Context: an optimization exercise on an open-source flow, tuned for small area. The choices shown serve that exercise and are no tape-out recipe. The RTL was checked by simulation tests, not by an equivalence proof against the original design. Power figures rest on the tool's default switching activity, not on a simulated workload.

[flow/design.v]
module int_moderator #(
  parameter int unsigned COUNT = 16,
  parameter int unsigned CNT_W = 8,
  parameter int unsigned TMR_W = 16
) (
  input  logic               clk,
  input  logic               reset,
  input  logic [COUNT-1:0]   ev_pulse,
  output logic [COUNT-1:0]   int_valid,
  input  logic [COUNT-1:0]   int_ready,
  input  logic               cfg_valid,
  output logic               cfg_ready,
  input  logic [4:0]         cfg_sel,
  input  logic [CNT_W-1:0]   cfg_threshold,
  input  logic [TMR_W-1:0]   cfg_timeout,
  input  logic [TMR_W-1:0]   cfg_holdoff,
  output logic [COUNT-1:0]   ev_overflow,
  input  logic [COUNT-1:0]   ovf_clear
);
  logic [COUNT-1:0] r_valid;
  logic [COUNT-1:0] r_acc;
  logic [COUNT-1:0] r_hold;
  logic [COUNT-1:0] r_ovf;
  logic [CNT_W-1:0] r_cnt     [COUNT];
  logic [TMR_W-1:0] r_tmrn    [COUNT];    
  logic [CNT_W-1:0] r_nthr    [COUNT];    
  logic [TMR_W-1:0] r_timeout [COUNT];
  logic [TMR_W-1:0] r_holdoff [COUNT];
  assign cfg_ready   = 1'b1;
  assign int_valid   = r_valid;
  assign ev_overflow = r_ovf;
  logic [CNT_W-1:0] w_cfg_nthr;
  logic [TMR_W-1:0] w_cfg_timeout;
  logic [TMR_W-1:0] w_cfg_holdoff;
  always_comb begin
    if (reset) begin
      w_cfg_nthr    = '1;
      w_cfg_timeout = '0;
      w_cfg_holdoff = '0;
    end else begin
      w_cfg_nthr    = (cfg_threshold == '0) ? '1 : CNT_W'(-cfg_threshold);
      w_cfg_timeout = cfg_timeout;
      w_cfg_holdoff = cfg_holdoff;
    end
  end
  for (genvar i = 0; i < COUNT; i++) begin : g_src
    logic             ev, idle, ack, zbase, sat, ge, tnz, hnz, tle1, t_is1, tnzero;
    logic             dec_sel, dec_en, go_assert, go_acc, go_hold;
    logic             s_t, s_h, s_d;
    logic [CNT_W-1:0] base, inc;
    logic [CNT_W:0]   cy;
    logic [TMR_W:0]   tog;
    logic [TMR_W-1:0] tmr, dec;
    logic             cfg_we;
    assign ev    = ev_pulse[i];
    assign idle  = ~r_valid[i] & ~r_acc[i] & ~r_hold[i];
    assign ack   = r_valid[i] & int_ready[i];
    assign zbase = idle | ack;
    assign base  = zbase ? '0 : r_cnt[i];
    assign sat   = (base == '1);
    assign inc   = base + CNT_W'(ev & ~sat);
    always_comb begin
      cy[0] = ev;
      for (int k = 0; k < CNT_W; k++)
        cy[k+1] = (base[k] & r_nthr[i][k]) | ((base[k] | r_nthr[i][k]) & cy[k]);
    end
    assign ge = cy[CNT_W];
    assign tmr    = ~r_tmrn[i];
    assign tnz    = (r_timeout[i] != '0);
    assign hnz    = (r_holdoff[i] != '0);
    assign tle1   = (tmr[TMR_W-1:1] == '0);
    assign t_is1  = tle1 & tmr[0];
    assign tnzero = ~tle1 | tmr[0];
    assign dec_sel = idle | (r_hold[i] & tle1) | (ack & ~hnz);
    assign dec_en = (r_acc[i] & tnz & tnzero) | r_hold[i];
    always_comb begin
      tog[0] = dec_en;
      for (int k = 0; k < TMR_W; k++)
        tog[k+1] = tog[k] & ~tmr[k];
    end
    assign dec = tmr ^ tog[TMR_W-1:0];
    assign s_t = dec_sel;
    assign s_h = ack & hnz;
    assign s_d = ~dec_sel & ~ack;
    always_comb begin
      go_assert = 1'b0;
      go_acc    = 1'b0;
      go_hold   = 1'b0;
      if (dec_sel) begin
        go_assert = ge;
        go_acc    = ~ge & (inc != '0);
      end else if (r_valid[i]) begin
        go_assert = ~ack;
        go_hold   = ack;
      end else if (r_acc[i]) begin
        go_assert = ge | (tnz & t_is1);
        go_acc    = ~go_assert;
      end else begin
        go_hold   = 1'b1;
      end
    end
    assign cfg_we = reset | (cfg_valid & (cfg_sel == 5'(i)));
    always_ff @(posedge clk) begin
      r_tmrn[i] <= ~(({TMR_W{s_t}} & r_timeout[i]) |
                     ({TMR_W{s_h}} & r_holdoff[i]) |
                     ({TMR_W{s_d}} & dec));
      r_cnt[i]  <= inc;
      if (reset) begin
        r_valid[i] <= 1'b0;
        r_acc[i]   <= 1'b0;
        r_hold[i]  <= 1'b0;
        r_ovf[i]   <= 1'b0;
      end else begin
        r_valid[i] <= go_assert;
        r_acc[i]   <= go_acc;
        r_hold[i]  <= go_hold;
        r_ovf[i]   <= (r_ovf[i] & ~ovf_clear[i]) | (ev & sat);
      end
      if (cfg_we) begin
        r_nthr[i]    <= w_cfg_nthr;
        r_timeout[i] <= w_cfg_timeout;
        r_holdoff[i] <= w_cfg_holdoff;
      end
    end
  end
endmodule
[flow/run.sh]
#!/bin/bash
# synth_recipe.tcl (not shown) runs the flow's synth.tcl, then flattens the netlist and writes it again
# the make line also repeats each setting of config.mk as NAME=value (left out here)
make -C /OpenROAD-flow-scripts/flow DESIGN_CONFIG=/design/flow/config.mk WORK_HOME=/design/flow/orfs CLKGATE_MAP_FILE= SYNTH_SCRIPT=/design/flow/synth_recipe.tcl finish
[flow/config.mk]
export PLATFORM = sky130hd
export DESIGN_NAME = int_moderator
export DESIGN_NICKNAME = int_moderator
export VERILOG_FILES = /design/flow/design.v
export SDC_FILE = /design/flow/constraint.sdc
export NUM_CORES = 4
export LEC_CHECK = 0
export CAP_MARGIN = 20
export CORE_MARGIN = 2
export CORE_UTILIZATION = 45
export CTS_BUF_LIST = sky130_fd_sc_hd__clkbuf_4
export PLACE_DENSITY = 0.6
export SLEW_MARGIN = 20
[flow/constraint.sdc]
create_clock -name core_clock -period 5.0 [get_ports {clk}]
set_input_delay 1.0000 -clock core_clock [delete_from_list [all_inputs] [get_ports {clk}]]
set_output_delay 1.0000 -clock core_clock [all_outputs]
set_load 0.01 [all_outputs]
==> reports/metrics.yaml, run 1 <==
cells_and_area:
  layout.nets: 4505
  drive_gt1_share_pct: 14.8
  nFillCells: 8857
  register_area_um2: 28200
  area_delta_synth_final_pct: 15.3
  multi_input_area_um2: 16800
cts:
  path_clk_slew_ps: 70
  cts_resized: 0
  clockBufferDepth: 4
  cts_sinks: 1088
  holdBufCountCts: 0
  cts_tree: "yes"
  clock_latency_ps: 1150
  postCtsSetupRepairBufs: 0
  cts_buffers: 305
  cts_root_buf: "clkbuf_4"
  cts.htree.levels: 5
hold_path:
  hold_path_depth: 1
  hold-path-endpoint: "r_tmrn[8][4]"
  hp-start: "r_holdoff[8][4]"
  hold_class: "flip-flop to flip-flop"
grt:
  overflow: 0
  grt_usage_pct: 23.8
  grtUsageMet2_pct: 36.3
  grt_pass1_vias: 32300
  top_usage_layer: "met2"
  antenna_found_initial: 26
  gr-usage-met3_pct: 5.42
  grt_pass1_wl_um: 186000
  grt_max_degree: 72
  use_met1_pct: 32.4
timing:
  final.setup.tns_ps: 0
  fin_ws_ps: 249
  period_minus_slack_ps: 4750
  max_freq_ghz: 0.210
  hold_viol_final: 0
  max_slew.worst_pin.slew_ps: 1080
  fin_worst_skew_ps: 74.2
  rsz0062_at_grt: "false"
  slew_viol_final: 0
  setup_viol: 0
  fin_crit_sh_pct: 95.0
  slew_headroom_pct: 27.6
power:
  power.switching_mw: 8.44
  p_int_mw: 18.1
  clkPwrFrac_pct: 29.7
  power.density_nw_per_um2: 505
  p_leak_nw: 19.5
  p_seq_share_pct: 47.7
  ir_drop_uv: 244
  switching_share_pct: 31.9
  pwr-share-comb_pct: 22.6
floorplanning:
  core_area_um2: 100000
  fp-row-count: 116
  dieArea_um2: 104000
  start_util_pct: 45.5
  chipHeight_um: 322
  die_x_um: 322
  num_io_pins: 129
critical_path:
  arrival_ps: 5760
  cp.required_ps: 6010
  r2r-start: "r_timeout[13][10]"
  r2r-end: "r_tmrn[13][15]"
  rr_worst_depth: 21
  setup.worst_path.start_class: "flip-flop"
  worstPathMaxFanout: 2
  cp-end-kind: "flip-flop"
  rrSetupSlack_ps: 250
  crit_type: "flip-flop to flip-flop"
  crit_start: "r_timeout[13][10]"
drt:
  avgViaCountPerCell: 5.82
  drcViolationCount: 0
  vias: 33000
  wl_um: 124000
  ant_nets: 0
  first_pass_iters: 5
  drtIter0Drc: 3509
  wire_per_inst_um: 21.9
yosys:
  synth_edf_count: 640
  synthArstFlopShare_pct: 0
  ys_types: 89
  yosysWarnings: 6
  syn_inst: 3740
  yosys.area.top_type: "edfxtp_1"
  yosys-top-cells-count: "edfxtp_1 (640), dfxtp_1 (448), nor2_1 (413)"
  yosysMostFrequentCell: "edfxtp_1"
  syn_area_um2: 45500
  synth-seq-cells: 1088
  synth_nets: 4109
  synth_top_area_share_pct: 42.2
  avgSynthCellArea_um2: 12.2
  synth_area_leaders: "edfxtp_1 (42%), dfxtp_1 (20%), ha_1 (7.5%)"
  synth_flop_cell: "edfxtp_1"
  synth.yosys.seq_area_share_pct: 61.9
placed_design:
  post-dp-hpwl_um: 76400
  io_buffers: 127
  dp_slack_ps: 335
  gp_congestion: 0.862
run_status:
  status: "complete, no violations"
run:
  cap_violations: 0
## metrics by stage
stage / hold slack, ps / total power, mW / std cells / instance area [µm²] / utilization [%]
global route: 389 / 28.2 / 5668 / 52500 / 52.4
detailed placement: 453 / 18.7 / 5126 / 48600 / 48.5
floorplan: 424 / 16.8 / 3740 / 45500 / -
global placement: 444 / 18.7 / 5125 / 48600 / 48.5
CTS: 296 / 26.7 / 5664 / 52400 / 52.3
finish: 424 / 26.5 / 5669 / 52500 / 52.4
## sequential cells by signal, summed over array words and instances (netlist names)
name       flops
r_ovf         16
r_nthr       128
r_holdoff    256
r_cnt        128
r_acc         16
r_valid       16
r_timeout    256
r_tmrn       256
r_hold        16
## final cells by class
type,instances,share of cell area (%)
Antenna cell,4,0.0191
Clock buffer,438,6.27
Clock inverter,100,0.892
Inverter,76,0.544
Multi-Input combinational cell,2466,32.0
Sequential cell,1088,53.7
Tap cell,1298,3.09
Timing Repair Buffer,199,3.46
## power groups by stage
stage                     Clock, mW  Combinational (mW)  Sequential [mW]
after floorplan                   0                4.46             12.4
after global placement            0                5.93             12.8
after detailed placement          0                5.96             12.8
after CTS                      8.08                6.00             12.6
after global routing           8.58                6.83             12.8
final                          7.87                5.99             12.6
## cell families after synthesis
kind of cell / synth area share (%)
other: 0.00824
AND/OR/NAND/NOR: 14.3
flip-flops: 61.9
buffers and inverters: 1.58
XOR/XNOR: 1.73
AO/OA/AOI/OAI: 12.2
adder cells (fa/ha/maj): 8.30
## critical path, stage by stage, from the launching register on
cell and delay [ps]:
edfxtp_1 400, nor4_1 560, nand4_1 250, a31o_2 320
ha_1 180, ha_1 180, ha_1 200, ha_1 180
ha_1 180, ha_1 180, ha_1 180, ha_1 180
ha_1 180, ha_1 180, ha_1 180, ha_1 190
ha_1 190, ha_1 180, ha_1 190, xor2_1 150
nor2_1 50, a221oi_1 220
## layer usage
layer / part of all wire, % / up-vias
li1: - / 15600
met1: 44 / 15900
met2: 45 / 1307
met3: 8.3 / 254
met4: 3.6 / 6
met5: 0.028 / -
## placed cells by master (no fill, tap or decap), drive strengths merged, types with 53 or more instances in the layout
cell type	count
clkdlybuf4s50	126
edfxtp	640
o21ai	112
a21oi	161
buf	72
inv	81
or3	53
a221oi	251
nand4	91
clkbuf	439
xor2	67
clkinv	92
ha	273
dfxtp	448
nor2b	84
nor3	90
nor2	413
nand2	211
nor4	156
nand3	93
## worst max path at each step
stage,end,cells past startpoint
2_1_floorplan,r_tmrn[2][15],22
3_3_place_gp,r_acc[4],16
3_5_place_dp,r_tmrn[4][15],22
4_1_cts,r_tmrn[4][15],21
5_1_grt,r_tmrn[2][15],22
6_report,r_tmrn[13][15],21
==> run 2: changes to the inputs <==
--- a/flow/config.mk
+++ b/flow/config.mk
@@ -10,3 +10,2 @@
 export CORE_UTILIZATION = 45
-export CTS_BUF_LIST = sky130_fd_sc_hd__clkbuf_4
 export PLACE_DENSITY = 0.6
==> run 2 against run 1 <==
Against the previous run: still clean on timing, DRC and antenna; sequential power hardly changed; critical endpoint unchanged; power increased by 1.9%; worst setup slack gained 28 ps; clock power up 6.1%; final area down 0.12%; area after synthesis unchanged.
==> reports/metrics.yaml, run 2 <==
run_status:
  status: "complete, no violations"  # unchanged
yosys:
  synth_nets: 4109  # unchanged
  synth.yosys.seq_area_share_pct: 61.9  # unchanged
  yosys-top-cells-count: "edfxtp_1 (640), dfxtp_1 (448), nor2_1 (413)"  # unchanged
  synthArstFlopShare_pct: 0  # unchanged
  yosysWarnings: 6  # unchanged
  synth_edf_count: 640  # unchanged
  yosysMostFrequentCell: "edfxtp_1"  # unchanged
  synth_area_leaders: "edfxtp_1 (42%), dfxtp_1 (20%), ha_1 (7.5%)"  # unchanged
  syn_inst: 3740  # unchanged
  syn_area_um2: 45500  # unchanged
  yosys.area.top_type: "edfxtp_1"  # unchanged
  avgSynthCellArea_um2: 12.2  # unchanged
  synth_top_area_share_pct: 42.2  # unchanged
  ys_types: 89  # unchanged
  synth-seq-cells: 1088  # unchanged
  synth_flop_cell: "edfxtp_1"  # unchanged
critical_path:
  crit_type: "flip-flop to flip-flop"  # unchanged
  crit_path_max_incr_delay_ps: 490  # was 560 ps
  arrival_ps: 5310  # was 5760 ps
  worstPathMaxFanout: 2  # unchanged
  setup.worst_path.start_class: "flip-flop"  # unchanged
  critical_path_buf_inv_count: 0  # unchanged
  crit_chain: "nor4_1, nand4_1, a31o_2, ha_1, ha_1, ha_1, ha_1, ha_1, ha_1, ha_1, ha_1, ha_1, ha_1, ha_1, ha_1, ha_1, ha_1, ha_1, xor2_1, nor2_1, a221oi_1"  # unchanged
  cp.required_ps: 5590  # was 6010 ps
  cpMostUsedCell: "ha_1"  # unchanged
  cpLargestDelayFamily: "adder cells"  # unchanged
  slowest_stage: "nor4_1"  # unchanged
  cp-end-kind: "flip-flop"  # unchanged
cells_and_area:
  top_regs: "r_holdoff: 256 flops, r_timeout: 256 flops, r_tmrn: 256 flops"  # unchanged
  area_delta_synth_final_pct: 15.1  # was 15.3%
  drive_gt1_share_pct: 8.84  # was 14.8%
  final_common_cell: "edfxtp_1"  # unchanged
  layout.nets: 4311  # was 4505
  nFillCells: 8615  # was 8857
  final_cell_mix: "edfxtp_1 (640), dfxtp_1 (448), nor2_1 (413)"  # was edfxtp_1 (640), dfxtp_1 (448), clkbuf_4 (439)
  design_area_um2: 52400  # was 52500 µm²
cts:
  clock_latency_ps: 700  # was 1150 ps
  postCtsSetupRepairBufs: 0  # unchanged
  cts_buffers: 111  # was 305
  cts.htree.levels: 3  # was 5
  holdBufCountCts: 0  # unchanged
  clockBufferDepth: 3  # was 4
  cts_tree: "yes"  # unchanged
  cts_sinks: 1088  # unchanged
  path_clk_slew_ps: 60  # was 70 ps
  cts_root_buf: "clkbuf_16"  # was clkbuf_4
  cts_resized: 0  # unchanged
drt:
  wl_um: 122000  # was 124000 µm
  avgViaCountPerCell: 5.96  # was 5.82
  ant_nets: 0  # unchanged
  drtIter0Drc: 3312  # was 3509
  first_pass_iters: 8  # was 5
  wire_per_inst_um: 22.8  # was 21.9 µm
  drcViolationCount: 0  # unchanged
  vias: 31800  # was 33000
floorplanning:
  dieArea_um2: 104000  # unchanged
  num_io_pins: 129  # unchanged
  core_area_um2: 100000  # unchanged
  fp-row-count: 116  # unchanged
  chipHeight_um: 322  # unchanged
  die_x_um: 322  # unchanged
  start_util_pct: 45.5  # unchanged
grt:
  grt_pass1_vias: 30500  # was 32300
  grt_pass1_wl_um: 183000  # was 186000 µm
  grt_usage_pct: 23.3  # was 23.8%
  overflow: 0  # unchanged
  grt_max_degree: 72  # unchanged
  antenna_found_initial: 23  # was 26
timing:
  slew_headroom_pct: 28.7  # was 27.6%
  fin_crit_sh_pct: 94.5  # was 95.0%
  max_slew.worst_pin.slew_ps: 1070  # was 1080 ps
  rsz0062_at_grt: "false"  # unchanged
  fin_worst_skew_ps: 24.4  # was 74.2 ps
  setup_viol: 0  # unchanged
  hold_viol_final: 0  # unchanged
  hold_slack_ps: 458  # was 424 ps
  slew_viol_final: 0  # unchanged
  final.setup.tns_ps: 0  # unchanged
  max_freq_ghz: 0.212  # was 0.210 GHz
  period_minus_slack_ps: 4720  # was 4750 ps
placed_design:
  post-dp-hpwl_um: 76400  # unchanged
  dpl_cell_area_um2: 48600  # unchanged
  io_buffers: 127  # unchanged
  gp_congestion: 0.862  # unchanged
power:
  ir_drop_uv: 296  # was 244 µV
  p_seq_share_pct: 46.9  # was 47.7%
  switching_share_pct: 30.7  # was 31.9%
  pwr-share-comb_pct: 22.2  # was 22.6%
  power.switching_mw: 8.27  # was 8.44 mW
  clkPwrFrac_pct: 30.9  # was 29.7%
  power.density_nw_per_um2: 515  # was 505 nW/µm²
  p_int_mw: 18.7  # was 18.1 mW
  p_leak_nw: 19.1  # was 19.5 nW
hold_path:
  hold_class: "flip-flop to flip-flop"  # unchanged
run:
  cap_violations: 0  # unchanged
==> run 2: changes by cell type in the layout (fill, tap and decap cells not counted), moves of 2 or more <==
| cell | change |
|---|---|
| clkinv_4 | +2 |
| clkinv_8 | +4 |
| bufinv_16 | +9 |
| clkbuf_16 | +112 |
| clkbuf_1 | +28 |
| clkinv_2 | +10 |
| inv_6 | +4 |
| inv_2 | -5 |
| clkinvlp_4 | +5 |
| clkbuf_8 | +6 |
| clkbuf_4 | -439 |
| clkinv_1 | -65 |
==> run 2: final cells by class <==
class	count	area [µm²]	share of cell area [%]
Antenna cell	5	12.5	0.0239
Clock buffer	146	2990	5.71
Clock inverter	65	687	1.31
Inverter	76	285	0.544
Multi-Input combinational cell	2466	16800	32.1
Sequential cell	1088	28200	53.8
Tap cell	1298	1620	3.10
Timing Repair Buffer	199	1830	3.48
==> run 2: per-stage QoR <==
| stage | std cells | power, mW | utilization, % | setup slack [ps] |
|---|---|---|---|---|
| global placement | 5125 | 18.7 | 48.5 | 314 |
| global route | 5340 | 28.5 | 52.3 | 19.4 |
| finish | 5343 | 27.0 | 52.3 | 277 |
| floorplan | 3740 | 16.8 | - | 876 |
| detailed placement | 5126 | 18.7 | 48.5 | 335 |
| CTS | 5337 | 27.1 | 52.2 | 309 |
==> run 2: per-layer routing <==
layer	part of all wire (%)	track usage [%]	routed length, µm	vias to the layer above
met1	44	32.5	54200	15500
met2	45	36.3	54600	1121
li1	-	-	-	15000
met3	7.4	4.26	8970	222
met4	3.4	8.37	4190	4
met5	0.018	0	22	-
==> run 2: kinds of logic after synthesis <==
kind of cell	Yosys count	share of synthesized area (%)
AOI/OAI and AO/OA	759	12.2
xor gates and xnor gates	90	1.73
adders and majority gates	308	8.30
buffers and inverters	186	1.58
DFF	1088	61.9
other	1	0.00824
and+or+nand+nor	1308	14.3
==> run 2: worst paths after layout <==
check                                       start             end  slack [ps]  cells past startpoint
worst min-delay path              r_holdoff[3][9]    r_tmrn[3][9]         460                      1
worst max register to register  r_timeout[13][10]  r_tmrn[13][15]         280                     21
worst min register to register    r_holdoff[3][9]    r_tmrn[3][9]         460                      1
worst max-delay path            r_timeout[13][10]  r_tmrn[13][15]         280                     21
==> run 2: worst reg2reg max path, cell delays in order (launching register included) <==
cell      delay (ps)
edfxtp_1         400
nor4_1           490
nand4_1          210
a31o_2           300
ha_1             180
ha_1             180
ha_1             200
ha_1             190
ha_1             180
ha_1             180
ha_1             180
ha_1             180
ha_1             190
ha_1             200
ha_1             190
ha_1             200
ha_1             190
ha_1             180
ha_1             190
xor2_1           140
nor2_1            50
a221oi_1         230
==> run 2: power by group through the flow <==
| stage | logic (mW) | registers (mW) | clock network [mW] |
|---|---|---|---|
| detailed placement | 5.96 | 12.8 | 0 |
| floorplan | 4.46 | 12.4 | 0 |
| global placement | 5.93 | 12.8 | 0 |
| global route | 6.84 | 12.8 | 8.86 |
| CTS | 6.00 | 12.6 | 8.51 |
| finish | 5.99 | 12.6 | 8.35 |
==> run 3: changes to the inputs <==
==> flow/flow/run.sh (new file) <==
#!/bin/bash
set -e
cp standard.sh standard_sh_copy.txt
rm -rf scripts_area
cp -r "$FLOW_HOME/scripts" scripts_area
cp flow/abc_area.script scripts_area/abc_speed.script
export SCRIPTS_DIR="$PWD/scripts_area"
bash standard.sh > standard.log 2>&1
==> flow/flow/abc_area.script (new file) <==
&get -n
&st
&dch -f
&nf -a -F 4 -A 4
&put
topo
stime -c
dnsize -c
==> flow/standard.sh (new file) <==
#!/bin/bash
# synth_recipe.tcl (not shown) runs the flow's synth.tcl, then flattens the netlist and writes it again
# the make line also repeats each setting of config.mk as NAME=value (left out here)
make -C /OpenROAD-flow-scripts/flow DESIGN_CONFIG=/design/flow/config.mk WORK_HOME=/design/flow/orfs CLKGATE_MAP_FILE= SYNTH_SCRIPT=/design/flow/synth_recipe.tcl "${@:-finish}"
removed: flow/run.sh
==> run 3 against run 2 <==
Against the previous run: critical endpoint is now r_tmrn[6][15]; first-iteration DRC count shrank 24%; area after synthesis shrank 4.1%; largest cell class unchanged; non-clock buffer count grew 31; worst setup slack lost 91 ps.
==> reports/metrics.yaml, run 3 <==
run_status:
  status: "complete, no violations"  # unchanged
drt:
  wire_per_inst_um: 22.7  # was 22.8 µm
  drtIter0Drc: 2514  # was 3312
  wl_um: 115000  # was 122000 µm
  drcViolationCount: 0  # unchanged
  first_pass_iters: 5  # was 8
  avgViaCountPerCell: 5.87  # was 5.96
  ant_nets: 0  # unchanged
  vias: 29700  # was 31800
timing:
  max_freq_ghz: 0.208  # was 0.212 GHz
  setup_viol: 0  # unchanged
  fin_ws_ps: 186  # was 277 ps
  max_slew.worst_pin.slew_ps: 1150  # was 1070 ps
  fin_crit_sh_pct: 96.3  # was 94.5%
  slew_viol_final: 0  # unchanged
  final.setup.tns_ps: 0  # unchanged
  fin_worst_skew_ps: 13.7  # was 24.4 ps
  period_minus_slack_ps: 4810  # was 4720 ps
  slew_headroom_pct: 23.4  # was 28.7%
  rsz0062_at_grt: "true"  # was false
  hold_slack_ps: 450  # was 458 ps
  hold_viol_final: 0  # unchanged
placed_design:
  dpl_cell_area_um2: 47400  # was 48600 µm²
  post-dp-hpwl_um: 71000  # was 76400 µm
  dp_slack_ps: 202  # was 335 ps
  dp.cells: 4842  # was 5126
  gp_congestion: 0.841  # was 0.862
  io_buffers: 127  # unchanged
floorplanning:
  start_util_pct: 45.3  # was 45.5%
  die_x_um: 316  # was 322 µm
  fp-row-count: 114  # was 116
  num_io_pins: 129  # unchanged
  core_area_um2: 96400  # was 100000 µm²
  chipHeight_um: 316  # was 322 µm
  dieArea_um2: 99600  # was 104000 µm²
yosys:
  synth_top_area_share_pct: 44.0  # was 42.2%
  synth_nets: 3719  # was 4109
  synth_edf_count: 640  # unchanged
  synthArstFlopShare_pct: 0  # unchanged
  synth.yosys.seq_area_share_pct: 64.5  # was 61.9%
  yosysMostFrequentCell: "edfxtp_1"  # unchanged
  ys_types: 52  # was 89
  yosys.area.top_type: "edfxtp_1"  # unchanged
  synth-seq-cells: 1088  # unchanged
  syn_inst: 3350  # was 3740
  synth_flop_cell: "edfxtp_1"  # unchanged
  synth_area_leaders: "edfxtp_1 (44%), dfxtp_1 (21%), ha_1 (7.8%)"  # was edfxtp_1 (42%), dfxtp_1 (20%), ha_1 (7.5%)
  syn_area_um2: 43700  # was 45500 µm²
  avgSynthCellArea_um2: 13.0  # was 12.2 µm²
  yosys-top-cells-count: "edfxtp_1 (640), dfxtp_1 (448), nor2_1 (336)"  # was edfxtp_1 (640), dfxtp_1 (448), nor2_1 (413)
  yosysWarnings: 6  # unchanged
power:
  ir_drop_uv: 276  # was 296 µV
  switching_share_pct: 30.7  # about the same
  power_mw: 26.8  # was 27.0 mW
  p_int_mw: 18.6  # was 18.7 mW
  p_seq_share_pct: 46.7  # was 46.9%
  power.density_nw_per_um2: 523  # was 515 nW/µm²
  p_leak_nw: 18.6  # was 19.1 nW
  power.switching_mw: 8.24  # was 8.27 mW
  clkPwrFrac_pct: 30.3  # was 30.9%
  pwr-share-comb_pct: 23.1  # was 22.2%
grt:
  grt_pass1_wl_um: 173000  # was 183000 µm
  grt_usage_pct: 22.9  # was 23.3%
  grt_max_degree: 55  # was 72
  overflow: 0  # unchanged
  antenna_found_initial: 11  # was 23
  grt_pass1_vias: 28900  # was 30500
cells_and_area:
  drive_gt1_share_pct: 9.31  # was 8.84%
  final_common_cell: "edfxtp_1"  # unchanged
  nFillCells: 8296  # was 8615
  instances_no_fill: 5066  # was 5343
  design_area_um2: 51300  # was 52400 µm²
  area_delta_synth_final_pct: 17.5  # was 15.1%
  top_regs: "r_holdoff: 256 flops, r_timeout: 256 flops, r_tmrn: 256 flops"  # unchanged
  layout.nets: 4061  # was 4311
  final_cell_mix: "edfxtp_1 (640), dfxtp_1 (448), nor2_1 (327)"  # was edfxtp_1 (640), dfxtp_1 (448), nor2_1 (413)
  final_core_util_pct: 53.2  # was 52.3%
  insertedDiodeCount: 0  # was 5
cts:
  holdBufCountCts: 0  # unchanged
  cts_tree: "yes"  # unchanged
  clock_latency_ps: 680  # was 700 ps
  cts.htree.levels: 3  # unchanged
  cts_sinks: 1088  # unchanged
  cts_root_buf: "clkbuf_16"  # unchanged
  path_clk_slew_ps: 60  # about the same
  cts_buffers: 111  # unchanged
  clockBufferDepth: 3  # unchanged
critical_path:
  rrSetupSlack_ps: 190  # was 280 ps
  worstPathMaxFanout: 2  # unchanged
  cp.required_ps: 5580  # was 5590 ps
  setup.worst_path.start_class: "flip-flop"  # unchanged
  crit_type: "flip-flop to flip-flop"  # unchanged
  arrival_ps: 5400  # was 5310 ps
  cp-end-kind: "flip-flop"  # unchanged
run:
  cap_violations: 0  # unchanged
hold_path:
  hold_class: "flip-flop to flip-flop"  # unchanged
-- run 3: cell types whose count changed after synthesis, sizes merged, moves of 30 or more --
| cell | delta |
|---|---|
| clkbuf | -94 |
| o21ai | -89 |
| nand3 | +80 |
| nor2 | -77 |
| inv | -76 |
| nor3 | -48 |
| and3 | +45 |
| a21oi | -42 |
| clkinv | +40 |
| maj3 | -34 |
| nand2 | -32 |
| or3 | -30 |
-- run 3: final timing paths --
path                    start       endpoint  cells after the start
max reg2reg  r_timeout[6][12]  r_tmrn[6][15]                     22
min          r_holdoff[10][1]  r_tmrn[10][1]                      1
min reg2reg  r_holdoff[10][1]  r_tmrn[10][1]                      1
max          r_timeout[6][12]  r_tmrn[6][15]                     22
-- run 3: power by group through the flow --
stage,clock (mW),combinational [mW],sequential [mW]
after global placement,0,6.09,12.7
after floorplan,0,4.34,12.3
after detailed placement,0,6.13,12.7
after global routing,8.64,7.06,12.7
final,8.12,6.18,12.5
after CTS,8.29,6.16,12.5
-- run 3: per-layer routing --
layer / vias up / wire length [µm] / track usage (%)
li1: 14100 / - / -
met1: 14500 / 51600 / 32.3
met2: 916 / 52000 / 36.3
met3: 199 / 8000 / 3.99
met4: 8 / 3260 / 6.70
met5: - / 44 / 0
-- run 3: worst max-delay path, stage by stage (launching register included) --
cell      delay (ps)
edfxtp_1         400
or4_4            570
nor3_4           210
nand4_1          180
a31o_1           270
ha_1             190
ha_2             170
ha_2             160
ha_1             180
ha_1             190
ha_1             190
ha_1             190
ha_1             180
ha_2             180
ha_2             170
ha_1             180
ha_1             180
ha_2             170
ha_1             180
ha_1             180
xor2_1           130
nor2_1            50
a221oi_1         210
-- run 3: what timing repair did --
action / CTS / global route
endpoints found under the setup margin: 0 / 14
buffers inserted: 0 / 10
gates resized for setup: 0 / 25
-- run 3: cells by family (layout without fill, tap and decap cells) --
group / after synthesis / after routing / synth area share, %
flip-flops: 1088 / 1088 / 64.5
XOR/XNOR: 116 / 116 / 2.33
buffers and inverters: 41 / 481 / 0.361
AO/OA/AOI/OAI: 604 / 604 / 10.7
AND/OR/NAND/NOR: 1225 / 1225 / 14.2
adder cells (fa/ha/maj): 274 / 274 / 7.84
multiplexers: 1 / 1 / 0.0229
other: 1 / 1 / 0.00859
-- run 3: area by class of cell --
cell class	instances	area, µm²	area share, %
Clock inverter	69	598	1.17
Timing Repair Buffer	230	2100	4.09
Tap cell	1276	1600	3.11
Multi-Input combinational cell	2221	15700	30.6
Inverter	40	150	0.293
Clock buffer	142	2980	5.82
Sequential cell	1088	28200	55.0
==> run 4: changes to the inputs <==
--- a/flow/flow/run.sh
+++ b/flow/flow/run.sh
@@ -1,2 +1,10 @@
 #!/bin/bash
+# The standard layout (standard.sh), with these changes:
+#  * Yosys's ABC technology mapping uses an area-oriented script
+#    (flow/abc_area.script) in place of ORFS's speed script; the rest of
+#    synthesis, including register mapping, is unchanged.
+#  * the port buffers that global placement inserts are buf_1 cells.
+#  * CTS clusters more sinks per leaf buffer and inserts no dummy loads.
+# standard.sh writes every tool's log under orfs/logs; its own output goes
+# to standard.log here.
 set -e
@@ -7,2 +15,4 @@
 export SCRIPTS_DIR="$PWD/scripts_area"
+export BUFFER_PORTS_ARGS="-buffer_cell sky130_fd_sc_hd__buf_1"
+export CTS_ARGS="-sink_clustering_enable -repair_clock_nets -dont_use_dummy_load -sink_clustering_size 22 -sink_clustering_max_diameter 80"
 bash standard.sh > standard.log 2>&1
--- a/flow/config.mk
+++ b/flow/config.mk
@@ -9,4 +9,4 @@
 export CORE_MARGIN = 2
-export CORE_UTILIZATION = 45
-export PLACE_DENSITY = 0.6
+export CORE_UTILIZATION = 65
+export PLACE_DENSITY = 0.8
 export SLEW_MARGIN = 20
==> run 4 against run 3 <==
Against the previous run: clock-buffer cell count down 86; power down 12%; non-clock buffer count down 42; first-iteration DRC count up 43%; fmax down 2.1%; clock power down 43%; sequential share of layout area up 4.0 points; worst hold slack better by 8.2 ps; critical path depth unchanged; largest cell class unchanged; largest power group unchanged.
==> reports/metrics.yaml, run 4 <==
power:
  power.density_nw_per_um2: 492  # was 523 nW/µm²
  p_leak_nw: 17.1  # was 18.6 nW
  ir_drop_uv: 295  # was 276 µV
grt:
  grt_max_degree: 41  # was 55
  grt_pass1_vias: 29800  # was 28900
  antenna_found_initial: 12  # was 11
  grt_usage_pct: 32.0  # was 22.9%
  overflow: 0  # unchanged
  grt_pass1_wl_um: 170000  # was 173000 µm
floorplanning:
  fp-row-count: 95  # was 114
  die_x_um: 263  # was 316 µm
  chipHeight_um: 263  # was 316 µm
  start_util_pct: 65.4  # was 45.3%
  core_area_um2: 66800  # was 96400 µm²
  dieArea_um2: 69300  # was 99600 µm²
  num_io_pins: 129  # unchanged
drt:
  drtIter0Drc: 3584  # was 2514
  wire_per_inst_um: 25.5  # was 22.7 µm
  vias: 30900  # was 29700
  wl_um: 114000  # was 115000 µm
  drcViolationCount: 0  # unchanged
  ant_nets: 0  # unchanged
  first_pass_iters: 6  # was 5
  avgViaCountPerCell: 6.91  # was 5.87
cts:
  clockBufferDepth: 3  # unchanged
  path_clk_slew_ps: 90  # was 60 ps
  cts_buffers: 56  # was 111
  cts_root_buf: "clkbuf_16"  # unchanged
  cts.htree.levels: 2  # was 3
  cts_tree: "yes"  # unchanged
  cts_sinks: 1088  # unchanged
  clock_latency_ps: 640  # was 680 ps
run:
  cap_violations: 0  # unchanged
timing:
  fin_worst_skew_ps: 26.4  # was 13.7 ps
  slew_viol_final: 0  # unchanged
  max_freq_ghz: 0.203  # was 0.208 GHz
  hold_viol_final: 0  # unchanged
  max_slew.worst_pin.slew_ps: 1180  # was 1150 ps
  final.setup.tns_ps: 0  # unchanged
  period_minus_slack_ps: 4920  # was 4810 ps
  slew_headroom_pct: 21.0  # was 23.4%
  fin_crit_sh_pct: 98.3  # was 96.3%
  setup_viol: 0  # unchanged
  hold_slack_ps: 458  # was 450 ps
cells_and_area:
  drive_gt1_share_pct: 6.26  # was 9.31%
  final_cell_mix: "edfxtp_1 (640), dfxtp_1 (448), nor2_1 (332)"  # was edfxtp_1 (640), dfxtp_1 (448), nor2_1 (327)
  area_delta_synth_final_pct: 9.54  # was 17.5%
  final_common_cell: "edfxtp_1"  # unchanged
  layout.nets: 3964  # was 4061
  top_regs: "r_holdoff: 256 flops, r_timeout: 256 flops, r_tmrn: 256 flops"  # unchanged
yosys:
  synth_nets: 3719  # unchanged
  synthArstFlopShare_pct: 0  # unchanged
  yosys-top-cells-count: "edfxtp_1 (640), dfxtp_1 (448), nor2_1 (336)"  # unchanged
  syn_inst: 3350  # unchanged
  yosys.area.top_type: "edfxtp_1"  # unchanged
  ys_types: 52  # unchanged
  yosysWarnings: 6  # unchanged
  synth_area_leaders: "edfxtp_1 (44%), dfxtp_1 (21%), ha_1 (7.8%)"  # unchanged
  yosysMostFrequentCell: "edfxtp_1"  # unchanged
  synth.yosys.seq_area_share_pct: 64.5  # unchanged
  synth_flop_cell: "edfxtp_1"  # unchanged
  avgSynthCellArea_um2: 13.0  # unchanged
  synth-seq-cells: 1088  # unchanged
  syn_area_um2: 43700  # unchanged
  synth_edf_count: 640  # unchanged
  synth_top_area_share_pct: 44.0  # unchanged
hold_path:
  hold_class: "flip-flop to flip-flop"  # unchanged
critical_path:
  cp.required_ps: 5550  # was 5580 ps
  setup.worst_path.start_class: "flip-flop"  # unchanged
  arrival_ps: 5470  # was 5400 ps
  crit_type: "flip-flop to flip-flop"  # unchanged
  worstPathMaxFanout: 2  # unchanged
  cp-end-kind: "flip-flop"  # unchanged
placed_design:
  post-dp-hpwl_um: 69500  # was 71000 µm
  gp_congestion: 0.902  # was 0.841
  io_buffers: 127  # unchanged
run_status:
  status: "complete, no violations"  # unchanged
==> run 4: cells by family after synthesis <==
logic type                 share of synthesized area, %
xor gates and xnor gates                           2.33
muxes                                            0.0229
AOI/OAI and AO/OA                                  10.7
buffers and inverters                             0.361
DFF                                                64.5
adders and majority gates                          7.84
other                                           0.00859
and+or+nand+nor                                    14.2
==> run 4: through the flow <==
step / area [µm²] / setup WS (ps) / std cells / total power, mW / utilization, %
5_1_grt: 47800 / -67.3 / 4468 / 24.8 / 71.6
3_3_place_gp: 45900 / 292 / 4390 / 18.3 / 68.7
4_1_cts: 47300 / 60.3 / 4446 / 23.3 / 70.8
2_1_floorplan: 43700 / 594 / 3350 / 16.7 / -
6_report: 47800 / 84.3 / 4472 / 23.5 / 71.6
3_5_place_dp: 45900 / 113 / 4390 / 18.8 / 68.7
==> run 4: critical path: stages (launching register included) <==
cell	delay (ps)
edfxtp_1	400
or4_4	560
nor4_4	210
nand4_1	200
a31o_1	290
ha_2	170
ha_2	190
ha_2	190
ha_2	180
ha_2	180
ha_2	180
ha_1	190
ha_1	180
ha_1	180
ha_1	180
ha_1	190
ha_1	200
ha_1	200
ha_1	180
ha_1	180
xor2_1	140
nor2_1	70
a221oi_2	200
==> run 4: what timing repair did <==
item	CTS	global route
setup endpoints to repair	0	22
setup buffers	0	11
hold endpoints to repair	0	0
hold buffers	0	0
gates resized for setup	0	56
==> run 4: per-layer routing <==
layer	vias to the layer above	global-route usage, %	routed length (µm)
li1	13800	-	-
met1	15100	41.9	42700
met2	1709	52.6	54000
met3	336	5.83	12000
met4	2	13.9	5370
met5	-	0	19
==> run 4: power breakdown <==
part	total [mW]	switching (mW)	internal [mW]	leakage (nW)
clock	4.64	2.65	1.99	0.690
combinational	6.34	3.81	2.53	6.46
sequential	12.6	1.19	11.4	9.94
==> run 4: final cells by class <==
| class | count | area [µm²] |
|---|---|---|
| inverters | 40 | 150 |
| fillers | 4258 | 19000 |
| diodes | 6 | 15.0 |
| flip-flops and latches | 1088 | 28200 |
| clock buffers | 56 | 1400 |
| multi-input cells | 2221 | 15900 |
| repair buffers | 188 | 1080 |
| well taps | 873 | 1090 |
==> run 4: final timing paths <==
check / startpoint / to / slack [ps] / depth (start not counted)
max: r_timeout[10][12] / r_tmrn[10][15] / 80 / 22
min: r_timeout[11][4] / r_tmrn[11][4] / 460 / 1
max reg2reg: r_timeout[10][12] / r_tmrn[10][15] / 80 / 22
min reg2reg: r_timeout[11][4] / r_tmrn[11][4] / 460 / 1
==> run 5: changes to the inputs <==
--- a/flow/config.mk
+++ b/flow/config.mk
@@ -9,4 +9,4 @@
 export CORE_MARGIN = 2
-export CORE_UTILIZATION = 65
-export PLACE_DENSITY = 0.8
+export CORE_UTILIZATION = 45
+export PLACE_DENSITY = 0.6
 export SLEW_MARGIN = 20
==> run 5 against run 4 <==
Against the previous run: still clean on timing, DRC and antenna; clock skew increased by 12 ps; die area up 44%; flip-flop and latch count stayed put; power shrank 0.48%; core utilization down 21 points; sequential power hardly changed; area after synthesis is the same; via count decreased by 5.5%.
==> reports/metrics.yaml, run 5 <==
placed_design:
  io_buffers: 127  # unchanged
  post-dp-hpwl_um: 70400  # was 69500 µm
  dpl_cell_area_um2: 46600  # was 45900 µm²
  dp_slack_ps: 198  # was 113 ps
  dp.cells: 4832  # was 4390
  gp_congestion: 0.836  # was 0.902
grt:
  grt_pass1_wl_um: 169000  # was 170000 µm
  grt_pass1_vias: 28100  # was 29800
  antenna_found_initial: 19  # was 12
  overflow: 0  # unchanged
  grt_usage_pct: 22.3  # was 32.0%
  grt_max_degree: 44  # was 41
yosys:
  syn_inst: 3350  # unchanged
  yosysMostFrequentCell: "edfxtp_1"  # unchanged
  syn_area_um2: 43700  # unchanged
  synth_edf_count: 640  # unchanged
  yosysWarnings: 6  # unchanged
  synth-seq-cells: 1088  # unchanged
  synth_area_leaders: "edfxtp_1 (44%), dfxtp_1 (21%), ha_1 (7.8%)"  # unchanged
  yosys-top-cells-count: "edfxtp_1 (640), dfxtp_1 (448), nor2_1 (336)"  # unchanged
  synth_top_area_share_pct: 44.0  # unchanged
  synth_flop_cell: "edfxtp_1"  # unchanged
  ys_types: 52  # unchanged
  synth_nets: 3719  # unchanged
  yosys.area.top_type: "edfxtp_1"  # unchanged
  synth.yosys.seq_area_share_pct: 64.5  # unchanged
  synthArstFlopShare_pct: 0  # unchanged
  avgSynthCellArea_um2: 13.0  # unchanged
critical_path:
  cp-end-kind: "flip-flop"  # unchanged
  crit_path_max_incr_delay_ps: 570  # was 560 ps
  critical_path_buf_inv_count: 0  # unchanged
  r2r-start: "r_timeout[13][15]"  # was r_timeout[10][12]
  crit_type: "flip-flop to flip-flop"  # unchanged
  cp.required_ps: 5560  # was 5550 ps
  cpLargestDelayFamily: "adder cells"  # unchanged
  crit_chain: "or4_4, nor3_4, nand4_1, a31o_1, ha_1, ha_1, ha_1, ha_1, ha_1, ha_1, ha_1, ha_1, ha_1, ha_1, ha_1, ha_1, ha_1, ha_1, ha_2, xnor2_1, a222oi_1"  # was or4_4, nor4_4, nand4_1, a31o_1, ha_2, ha_2, ha_2, ha_2, ha_2, ha_2, ha_1, ha_1, ha_1, ha_1, ha_1, ha_1, ha_1, ha_1, ha_1, xor2_1, nor2_1, a221oi_2
  slowest_stage: "or4_4"  # unchanged
  crit_start: "r_timeout[13][15]"  # was r_timeout[10][12]
  worstPathMaxFanout: 2  # unchanged
  setup.worst_path.start_class: "flip-flop"  # unchanged
  arrival_ps: 5360  # was 5470 ps
  cpMostUsedCell: "ha_1"  # unchanged
hold_path:
  hp-start: "r_holdoff[4][2]"  # was r_timeout[11][4]
  hold_class: "flip-flop to flip-flop"  # unchanged
cells_and_area:
  final_core_util_pct: 50.1  # was 71.6%
  instances_no_fill: 4909  # was 4472
  design_area_um2: 48300  # was 47800 µm²
  area_delta_synth_final_pct: 10.7  # was 9.54%
  layout.nets: 3997  # was 3964
  final_cell_mix: "edfxtp_1 (640), dfxtp_1 (448), nor2_1 (328)"  # was edfxtp_1 (640), dfxtp_1 (448), nor2_1 (332)
  final_common_cell: "edfxtp_1"  # unchanged
  drive_gt1_share_pct: 6.51  # was 6.26%
  top_regs: "r_holdoff: 256 flops, r_timeout: 256 flops, r_tmrn: 256 flops"  # unchanged
cts:
  clockBufferDepth: 3  # unchanged
  cts_root_buf: "clkbuf_16"  # unchanged
  cts_tree: "yes"  # unchanged
  cts_sinks: 1088  # unchanged
  clock_latency_ps: 680  # was 640 ps
  cts.htree.levels: 2  # unchanged
  cts_buffers: 59  # was 56
  holdBufCountCts: 0  # unchanged
  path_clk_slew_ps: 90  # about the same
timing:
  rsz0062_at_grt: "true"
  slew_viol_final: 0  # unchanged
  hold_viol_final: 0  # unchanged
  hold_slack_ps: 433  # was 458 ps
  setup_viol: 0  # unchanged
  final.setup.tns_ps: 0  # unchanged
  fin_crit_sh_pct: 96.1  # was 98.3%
  fin_ws_ps: 194  # was 84.3 ps
  max_slew.worst_pin.slew_ps: 1190  # was 1180 ps
  slew_headroom_pct: 20.5  # was 21.0%
  period_minus_slack_ps: 4810  # was 4920 ps
  max_freq_ghz: 0.208  # was 0.203 GHz
  fin_worst_skew_ps: 38.4  # was 26.4 ps
power:
  power.density_nw_per_um2: 485  # was 492 nW/µm²
  p_leak_nw: 17.2  # was 17.1 nW
  ir_drop_uv: 309  # was 295 µV
  power_mw: 23.4  # was 23.5 mW
run:
  cap_violations: 0  # unchanged
floorplanning:
  fp-row-count: 114  # was 95
  core_area_um2: 96400  # was 66800 µm²
  start_util_pct: 45.3  # was 65.4%
  num_io_pins: 129  # unchanged
  die_x_um: 316  # was 263 µm
  chipHeight_um: 316  # was 263 µm
  dieArea_um2: 99600  # was 69300 µm²
drt:
  drtIter0Drc: 2737  # was 3584
  wire_per_inst_um: 22.9  # was 25.5 µm
  vias: 29200  # was 30900
  first_pass_iters: 5  # was 6
  drcViolationCount: 0  # unchanged
  wl_um: 113000  # was 114000 µm
  avgViaCountPerCell: 5.95  # was 6.91
  ant_nets: 0  # unchanged
run_status:
  status: "complete, no violations"  # unchanged
-- run 5: final timing paths --
check	slack, ps	endpoint	cells after the start
setup / recovery	190	r_tmrn[13][15]	21
hold / removal	430	r_tmrn[4][2]	1
setup reg to reg	190	r_tmrn[13][15]	21
hold reg to reg	430	r_tmrn[4][2]	1
-- run 5: what timing repair did --
action	CTS	global route
resized for setup	0	28
endpoints found under the setup margin	0	20
buffers inserted	0	8
-- run 5: where the power goes --
part / switching, mW / total, mW / leakage, nW / internal (mW)
combinational: 3.61 / 6.11 / 6.51 / 2.50
sequential: 1.12 / 12.5 / 9.94 / 11.4
clock: 2.74 / 4.83 / 0.727 / 2.09
total: 7.47 / 23.4 / 17.2 / 16.0
-- run 5: cells by family (layout without fill, tap and decap cells) --
group / after synthesis / count (layout) / synth area share [%]
AOI/OAI and AO/OA: 604 / 604 / 10.7
other: 1 / 8 / 0.00859
muxes: 1 / 1 / 0.0229
adders and majority gates: 274 / 274 / 7.84
and+or+nand+nor: 1225 / 1225 / 14.2
buffers and inverters: 41 / 317 / 0.361
DFF: 1088 / 1088 / 64.5
xor gates and xnor gates: 116 / 116 / 2.33
-- run 5: layer usage --
metal	GRT usage, %	part of all wire, %	up-vias
li1	-	-	13900
met1	32.2	46	14400
met2	35.7	46	779
met3	2.74	5.9	159
met4	5.88	2.5	8
met5	0	0.040	-
-- run 5: area by class of cell --
| type | instances | area, µm² |
|---|---|---|
| fill | 8462 | 48100 |
| clock buffer | 59 | 1480 |
| sequential | 1088 | 28200 |
| antenna | 7 | 17.5 |
| tap | 1276 | 1600 |
| multi-input combinational | 2221 | 15700 |
| inverter | 40 | 150 |
| timing repair buffer | 218 | 1210 |
==> run 6: changes to the inputs <==
--- a/flow/design.v
+++ b/flow/design.v
@@ -28,2 +28,4 @@
   logic [TMR_W-1:0] r_holdoff [COUNT];
+  logic [COUNT-1:0] r_tnz;                  
+  logic [COUNT-1:0] r_hnz;                  
   assign cfg_ready   = 1'b1;
@@ -34,2 +36,5 @@
   logic [TMR_W-1:0] w_cfg_holdoff;
+  logic             w_cfg_tnz, w_cfg_hnz;
+  assign w_cfg_tnz = (w_cfg_timeout != '0);
+  assign w_cfg_hnz = (w_cfg_holdoff != '0);
   always_comb begin
@@ -68,4 +73,4 @@
     assign tmr    = ~r_tmrn[i];
-    assign tnz    = (r_timeout[i] != '0);
-    assign hnz    = (r_holdoff[i] != '0);
+    assign tnz    = r_tnz[i];
+    assign hnz    = r_hnz[i];
     assign tle1   = (tmr[TMR_W-1:1] == '0);
@@ -122,2 +127,4 @@
         r_holdoff[i] <= w_cfg_holdoff;
+        r_tnz[i]     <= w_cfg_tnz;
+        r_hnz[i]     <= w_cfg_hnz;
       end
--- a/flow/flow/run.sh
+++ b/flow/flow/run.sh
@@ -16,3 +16,3 @@
 export BUFFER_PORTS_ARGS="-buffer_cell sky130_fd_sc_hd__buf_1"
-export CTS_ARGS="-sink_clustering_enable -repair_clock_nets -dont_use_dummy_load -sink_clustering_size 22 -sink_clustering_max_diameter 80"
+export CTS_ARGS="-sink_clustering_enable -repair_clock_nets -dont_use_dummy_load -sink_clustering_size 26 -sink_clustering_max_diameter 80"
 bash standard.sh > standard.log 2>&1
==> flow/flow/abc_area.script (replaced) <==
&get -n
&st
&dch -f
&nf -a -F 8 -A 8 -R 1000
&put
topo
stime -c
dnsize -c
==> run 6 against run 5 <==
Against the previous run: critical path depth grew 2; non-clock buffer count grew 3; final area fell by 1.9%; largest power group unchanged.
==> reports/metrics.yaml, run 6 <==
run_status:
  status: "complete, no violations"  # unchanged
cells_and_area:
  nFillCells: 8238  # was 8462
  final_cell_mix: "edfxtp_1 (672), dfxtp_1 (448), nor2_1 (340)"  # was edfxtp_1 (640), dfxtp_1 (448), nor2_1 (328)
  top_regs: "r_holdoff: 256 flops, r_timeout: 256 flops, r_tmrn: 256 flops"  # unchanged
  layout.nets: 3806  # was 3997
  final_common_cell: "edfxtp_1"  # unchanged
  area_delta_synth_final_pct: 10.1  # was 10.7%
  drive_gt1_share_pct: 5.88  # was 6.51%
grt:
  grt_usage_pct: 20.6  # was 22.3%
  overflow: 0  # unchanged
  grt_max_degree: 43  # was 44
  antenna_found_initial: 14  # was 19
  grt_pass1_wl_um: 154000  # was 169000 µm
  grt_pass1_vias: 25700  # was 28100
cts:
  clockBufferDepth: 3  # unchanged
  postCtsSetupRepairBufs: 0  # unchanged
  cts.htree.levels: 2  # unchanged
  cts_buffers: 54  # was 59
  cts_resized: 0  # unchanged
  cts_root_buf: "clkbuf_16"  # unchanged
  cts_sinks: 1120  # was 1088
  path_clk_slew_ps: 100  # was 90 ps
  clock_latency_ps: 650  # was 680 ps
  cts_tree: "yes"  # unchanged
  holdBufCountCts: 0  # unchanged
drt:
  vias: 26800  # was 29200
  drcViolationCount: 0  # unchanged
  first_pass_iters: 5  # unchanged
  wl_um: 102000  # was 113000 µm
  avgViaCountPerCell: 5.71  # was 5.95
  ant_nets: 0  # unchanged
  drtIter0Drc: 2338  # was 2737
  wire_per_inst_um: 21.7  # was 22.9 µm
yosys:
  syn_inst: 3162  # was 3350
  yosys.area.top_type: "edfxtp_1"  # unchanged
  syn_area_um2: 43100  # was 43700 µm²
  yosysMostFrequentCell: "edfxtp_1"  # unchanged
  synth_area_leaders: "edfxtp_1 (47%), dfxtp_1 (21%), ha_1 (7.9%)"  # was edfxtp_1 (44%), dfxtp_1 (21%), ha_1 (7.8%)
  yosysWarnings: 6  # unchanged
  yosys-top-cells-count: "edfxtp_1 (672), dfxtp_1 (448), nor2_1 (340)"  # was edfxtp_1 (640), dfxtp_1 (448), nor2_1 (336)
  synth_top_area_share_pct: 46.9  # was 44.0%
  synth-seq-cells: 1120  # was 1088
  synth_edf_count: 672  # was 640
  synth_flop_cell: "edfxtp_1"  # unchanged
  synth_nets: 3530  # was 3719
  synth.yosys.seq_area_share_pct: 67.7  # was 64.5%
  ys_types: 39  # was 52
  synthArstFlopShare_pct: 0  # unchanged
  avgSynthCellArea_um2: 13.6  # was 13.0 µm²
timing:
  fin_crit_sh_pct: 92.6  # was 96.1%
  fin_worst_skew_ps: 57.0  # was 38.4 ps
  slew_viol_final: 0  # unchanged
  max_freq_ghz: 0.216  # was 0.208 GHz
  rsz0062_at_grt: "false"  # was true
  hold_viol_final: 0  # unchanged
  period_minus_slack_ps: 4630  # was 4810 ps
  hold_slack_ps: 396  # was 433 ps
  max_slew.worst_pin.slew_ps: 1040  # was 1190 ps
  slew_headroom_pct: 30.3  # was 20.5%
  setup_viol: 0  # unchanged
  final.setup.tns_ps: 0  # unchanged
placed_design:
  io_buffers: 127  # unchanged
  post-dp-hpwl_um: 62400  # was 70400 µm
  gp_congestion: 0.821  # was 0.836
run:
  cap_violations: 0  # unchanged
critical_path:
  worstPathMaxFanout: 3  # was 2
  setup.worst_path.start_class: "flip-flop"  # unchanged
  cpMostUsedCell: "ha_1"  # unchanged
  arrival_ps: 5190  # was 5360 ps
  cp-end-kind: "flip-flop"  # unchanged
  crit_path_max_incr_delay_ps: 350  # was 570 ps
  cp.required_ps: 5560  # about the same
  slowest_stage: "dfxtp_1"  # was or4_4
  critical_path_buf_inv_count: 1  # was 0
  cpLargestDelayFamily: "adder cells"  # unchanged
  crit_chain: "nand4_1, nor4_2, buf_4, nand2_1, a31o_1, ha_1, ha_1, ha_1, ha_1, ha_1, ha_1, ha_1, ha_1, ha_1, ha_1, ha_1, ha_1, ha_1, ha_1, ha_1, xor2_1, nor2_1, a221oi_1"  # was or4_4, nor3_4, nand4_1, a31o_1, ha_1, ha_1, ha_1, ha_1, ha_1, ha_1, ha_1, ha_1, ha_1, ha_1, ha_1, ha_1, ha_1, ha_1, ha_2, xnor2_1, a222oi_1
  crit_type: "flip-flop to flip-flop"  # unchanged
floorplanning:
  num_io_pins: 129  # unchanged
  die_x_um: 313  # was 316 µm
  dieArea_um2: 98200  # was 99600 µm²
  start_util_pct: 45.4  # was 45.3%
  core_area_um2: 94900  # was 96400 µm²
  fp-row-count: 113  # was 114
  chipHeight_um: 313  # was 316 µm
hold_path:
  hold_class: "flip-flop to flip-flop"  # unchanged
power:
  power_mw: 23.1  # was 23.4 mW
  p_leak_nw: 17.0  # was 17.2 nW
  ir_drop_uv: 338  # was 309 µV
  power.density_nw_per_um2: 488  # was 485 nW/µm²
## run 6: logic make-up (layout without fill, tap and decap cells)
family	count (synthesis)	after routing	share of synthesized area, %
DFF	1120	1120	67.7
and+or+nand+nor	1020	1020	11.3
AOI/OAI and AO/OA	533	533	9.01
adders and majority gates	332	332	9.30
xor gates and xnor gates	114	114	2.32
buffers and inverters	41	315	0.366
other	1	2	0.00871
muxes	1	1	0.0232
## run 6: cell type report
type / instances / area (µm²) / area share [%]
Multi-Input combinational cell: 2001 / 14000 / 29.5
Clock buffer: 54 / 1350 / 2.85
Tap cell: 1265 / 1580 / 3.34
Timing Repair Buffer: 221 / 1200 / 2.53
Antenna cell: 1 / 2.50 / 0.00528
Inverter: 40 / 150 / 0.317
Sequential cell: 1120 / 29100 / 61.5
## run 6: where the power goes
part | internal [mW] | switching (mW) | leakage, nW
Clock | 1.92 | 2.73 | 0.665
Combinational | 2.33 | 3.54 | 6.04
Sequential | 11.7 | 0.947 | 10.3
Total | 15.9 | 7.22 | 17.0
## run 6: worst paths after layout
path                   start        endpoint  slack [ps]  cells after the start
max           r_tmrn[15][11]  r_tmrn[15][15]         370                     23
max reg2reg   r_tmrn[15][11]  r_tmrn[15][15]         370                     23
min          r_holdoff[7][4]    r_tmrn[7][4]         400                      1
min reg2reg  r_holdoff[7][4]    r_tmrn[7][4]         400                      1
## run 6: metrics by stage
| step | std cells | setup slack, ps | area, µm² | utilization (%) |
|---|---|---|---|---|
| after floorplan | 3162 | -10.1 | 43100 | - |
| after global placement | 4645 | -306 | 46000 | 48.5 |
| after detailed placement | 4647 | 357 | 46000 | 48.5 |
| after CTS | 4701 | 335 | 47400 | 50.0 |
| after global routing | 4701 | 38.7 | 47400 | 50.0 |
| final | 4702 | 371 | 47400 | 50.0 |
## run 6: layer usage
layer	share of wire [%]	global-route usage [%]	routed length (µm)	up-vias
li1	-	-	-	12800
met4	2.3	4.53	2320	4
met3	5.1	2.47	5180	122
met5	0.026	0	27	-
met1	47	30.4	48300	13300
met2	45	32.6	46000	642
## run 6: worst register-to-register path, stage by stage, from the launching register on
cell and delay, ps:
dfxtp_1 350, nand4_1 200, nor4_2 310, buf_4 170, nand2_1 50, a31o_1 210
ha_1 180, ha_1 180, ha_1 200, ha_1 180, ha_1 190, ha_1 190
ha_1 200, ha_1 180, ha_1 190, ha_1 190, ha_1 200, ha_1 180
ha_1 180, ha_1 190, ha_1 190, xor2_1 140, nor2_1 60, a221oi_1 230
==> run 7: changes to the inputs <==
--- a/flow/config.mk
+++ b/flow/config.mk
@@ -7,3 +7,3 @@
 export LEC_CHECK = 0
-export CAP_MARGIN = 20
+export CAP_MARGIN = 0
 export CORE_MARGIN = 2
@@ -11,2 +11,2 @@
 export PLACE_DENSITY = 0.6
-export SLEW_MARGIN = 20
+export SLEW_MARGIN = 0
==> run 7 against run 6 <==
Against the previous run: sequential power hardly changed; combinational power hardly changed; wire length hardly changed; die area stayed put; largest cell class unchanged; highest routed layer unchanged.
==> reports/metrics.yaml, run 7 <==
critical_path:
  cpMostUsedCell: "ha_1"  # unchanged
  setup.worst_path.start_class: "flip-flop"  # unchanged
  cp-end-kind: "flip-flop"  # unchanged
  worstPathMaxFanout: 3  # unchanged
  cp.required_ps: 5550  # was 5560 ps
  slowest_stage: "dfxtp_1"  # unchanged
  r2r-start: "r_tmrn[15][14]"  # was r_tmrn[15][11]
  crit_start: "r_tmrn[15][14]"  # was r_tmrn[15][11]
  crit_path_max_incr_delay_ps: 360  # was 350 ps
  arrival_ps: 5190  # about the same
  crit_type: "flip-flop to flip-flop"  # unchanged
  rrSetupSlack_ps: 360  # was 370 ps
  r2r-end: "r_tmrn[15][15]"  # unchanged
  rr_worst_depth: 23  # unchanged
  crit_chain: "nand4_1, nor4_2, buf_4, nand2_1, a31o_1, ha_1, ha_1, ha_1, ha_1, ha_1, ha_1, ha_1, ha_1, ha_1, ha_1, ha_1, ha_1, ha_1, ha_1, ha_1, xor2_1, nor2_1, a221oi_1"  # unchanged
  cp-endpoint: "r_tmrn[15][15]"  # unchanged
yosys:
  avgSynthCellArea_um2: 13.6  # unchanged
  syn_inst: 3162  # unchanged
  ys_types: 39  # unchanged
  synth_flop_cell: "edfxtp_1"  # unchanged
  synth_nets: 3530  # unchanged
  synthArstFlopShare_pct: 0  # unchanged
  yosysMostFrequentCell: "edfxtp_1"  # unchanged
  synth.yosys.seq_area_share_pct: 67.7  # unchanged
  syn_area_um2: 43100  # unchanged
  synth-seq-cells: 1120  # unchanged
  yosys-top-cells-count: "edfxtp_1 (672), dfxtp_1 (448), nor2_1 (340)"  # unchanged
  synth_area_leaders: "edfxtp_1 (47%), dfxtp_1 (21%), ha_1 (7.9%)"  # unchanged
  yosys.area.top_type: "edfxtp_1"  # unchanged
  yosysWarnings: 6  # unchanged
  synth_edf_count: 672  # unchanged
  synth_top_area_share_pct: 46.9  # unchanged
cells_and_area:
  area_delta_synth_final_pct: 10.2  # was 10.1%
  top_regs: "r_holdoff: 256 flops, r_timeout: 256 flops, r_tmrn: 256 flops"  # unchanged
  final_core_util_pct: 50.0  # about the same
  drive_gt1_share_pct: 5.94  # was 5.88%
  final_common_cell: "edfxtp_1"  # unchanged
  layout.nets: 3807  # was 3806
  final_cell_mix: "edfxtp_1 (672), dfxtp_1 (448), nor2_1 (340)"  # unchanged
  instances_no_fill: 4709  # was 4702
cts:
  clock_latency_ps: 630  # was 650 ps
  cts_sinks: 1120  # unchanged
  holdBufCountCts: 0  # unchanged
  path_clk_slew_ps: 90  # was 100 ps
  cts.htree.levels: 2  # unchanged
  cts_tree: "yes"  # unchanged
  clockBufferDepth: 3  # unchanged
  cts_buffers: 55  # was 54
  cts_root_buf: "clkbuf_16"  # unchanged
power:
  power.density_nw_per_um2: 488  # about the same
  power_mw: 23.2  # was 23.1 mW
  ir_drop_uv: 267  # was 338 µV
  p_leak_nw: 17.0  # about the same
run:
  cap_violations: 0  # unchanged
drt:
  drtIter0Drc: 2232  # was 2338
  drcViolationCount: 0  # unchanged
  wl_um: 102000  # about the same
  avgViaCountPerCell: 5.67  # was 5.71
  first_pass_iters: 7  # was 5
  vias: 26700  # was 26800
  ant_nets: 0  # unchanged
  wire_per_inst_um: 21.7  # about the same
floorplanning:
  dieArea_um2: 98200  # unchanged
  chipHeight_um: 313  # unchanged
  fp-row-count: 113  # unchanged
  start_util_pct: 45.4  # unchanged
  die_x_um: 313  # unchanged
  core_area_um2: 94900  # unchanged
  num_io_pins: 129  # unchanged
timing:
  fin_worst_skew_ps: 47.4  # was 57.0 ps
  max_freq_ghz: 0.215  # was 0.216 GHz
  slew_headroom_pct: 24.2  # was 30.3%
  final.setup.tns_ps: 0  # unchanged
  max_slew.worst_pin.slew_ps: 1140  # was 1040 ps
  hold_viol_final: 0  # unchanged
  period_minus_slack_ps: 4640  # was 4630 ps
  fin_crit_sh_pct: 92.9  # was 92.6%
  rsz0062_at_grt: "false"  # unchanged
  slew_viol_final: 0  # unchanged
  fin_ws_ps: 356  # was 371 ps
  setup_viol: 0  # unchanged
placed_design:
  post-dp-hpwl_um: 62500  # was 62400 µm
  dp_slack_ps: 352  # was 357 ps
  io_buffers: 127  # unchanged
  dp.cells: 4647  # unchanged
  gp_congestion: 0.821  # unchanged
grt:
  grt_pass1_vias: 25600  # was 25700
  overflow: 0  # unchanged
  grt_max_degree: 43  # unchanged
  grt_pass1_wl_um: 154000  # about the same
  antenna_found_initial: 15  # was 14
  grt_usage_pct: 20.6  # about the same
hold_path:
  hold_class: "flip-flop to flip-flop"  # unchanged
run_status:
  status: "complete, no violations"  # unchanged
==> run 7: cell counts after synthesis <==
Identical to the previous run, type by type.
==> run 7: kinds of logic after synthesis <==
| logic type | share of synthesized area (%) |
|---|---|
| other | 0.00871 |
| buffers and inverters | 0.366 |
| xor gates and xnor gates | 2.32 |
| DFF | 67.7 |
| and+or+nand+nor | 11.3 |
| muxes | 0.0232 |
| adders and majority gates | 9.30 |
| AOI/OAI and AO/OA | 9.01 |
==> run 7: worst min-delay path by stage <==
stage | cells past startpoint | to | slack [ps] | startpoint
4_1_cts | 1 | r_tmrn[7][4] | 400 | r_holdoff[7][4]
2_1_floorplan | 1 | r_tmrn[0][15] | 420 | r_timeout[0][15]
5_1_grt | 1 | r_tmrn[7][4] | 420 | r_holdoff[7][4]
3_3_place_gp | 1 | r_tmrn[14][7] | 420 | r_timeout[14][7]
3_5_place_dp | 1 | r_tmrn[10][12] | 420 | r_holdoff[10][12]
6_report | 1 | r_tmrn[7][4] | 400 | r_holdoff[7][4]
==> run 7: report_power, final <==
group	total [mW]	switching [mW]	internal, mW
combinational	5.86	3.53	2.33
clock	4.69	2.73	1.96
sequential	12.6	0.948	11.7
total	23.2	7.21	15.9
==> run 7: per-stage QoR <==
| stage | hold slack (ps) | area [µm²] |
|---|---|---|
| detailed placement | 423 | 46000 |
| floorplan | 416 | 43100 |
| global placement | 419 | 46000 |
| CTS | 405 | 47400 |
| global route | 423 | 47400 |
| finish | 399 | 47400 |
==> run 7: worst max-delay path: cells and delay by family, from the launching register on <==
kind                     cells  cell delay, ps
flip-flops                   1             360
AND/OR/NAND/NOR              4             610
buffers and inverters        1             170
adder cells (fa/ha/maj)     15            2800
XOR/XNOR                     1             160
AO/OA/AOI/OAI                2             440
==> run 7: what timing repair did <==
action / 4_1_cts / 5_1_grt
setup buffers: 0 / 0
endpoints found under the setup margin: 0 / 2
resized for setup: 0 / 2
==> run 7: per-layer routing <==
metal / global-route usage (%) / vias up / share of wire, %
li1: - / 12800 / -
met2: 32.8 / 607 / 46
met1: 29.9 / 13200 / 46
met4: 4.63 / 4 / 2.0
met5: 0 / - / 0.026
met3: 3.32 / 110 / 6.1
==> run 7: area by class of cell <==
| class | instances | area, µm² |
|---|---|---|
| fillers | 8218 | 47400 |
| flip-flops and latches | 1120 | 29100 |
| multi-input cells | 2001 | 14000 |
| well taps | 1265 | 1580 |
| clock buffers | 55 | 1380 |
| repair buffers | 221 | 1200 |
| inverters | 40 | 150 |
| diodes | 7 | 17.5 |

## re-timing with driven ports
No port has a modelled driver above. Below, the same layouts with a new extraction and two added sets of constraints. Step 1 (the two cells are an assumption about what drives the block):
set clk [get_ports {clk}]
set_driving_cell -lib_cell sky130_fd_sc_hd__clkbuf_16 $clk
set_driving_cell -lib_cell sky130_fd_sc_hd__buf_2 [delete_from_list [all_inputs] $clk]
Step 2 times the ports against the registers' clock, not the clock port: input delays grow and output delays shrink by t, the midpoint of the rising clock arrivals with the driver on. a / b / c = ideal ports / drivers / drivers and shift; a / b = the first two.
run | t (ns) | slack for setup (ns) | hold WS [ns] | worst register clock-pin slew, ns
run 1 | 1.172 | 0.249 / 0.249 / 0.249 | 0.424 / 0.415 / 0.424 | 0.07 / 0.07
run 2 | 0.746 | 0.277 / 0.277 / 0.277 | 0.458 / 0.458 / 0.458 | 0.07 / 0.07
run 3 | 0.744 | 0.186 / 0.186 / 0.186 | 0.450 / 0.450 / 0.450 | 0.07 / 0.07
run 4 | 0.694 | 0.084 / 0.084 / 0.084 | 0.458 / 0.458 / 0.458 | 0.09 / 0.09
run 5 | 0.718 | 0.194 / 0.194 / 0.194 | 0.433 / 0.433 / 0.433 | 0.09 / 0.09
run 6 | 0.695 | 0.371 / 0.371 / 0.371 | 0.396 / 0.396 / 0.396 | 0.10 / 0.10
run 7 | 0.689 | 0.356 / 0.356 / 0.356 | 0.399 / 0.399 / 0.399 | 0.10 / 0.10
After both steps every run listed still meets setup and hold.
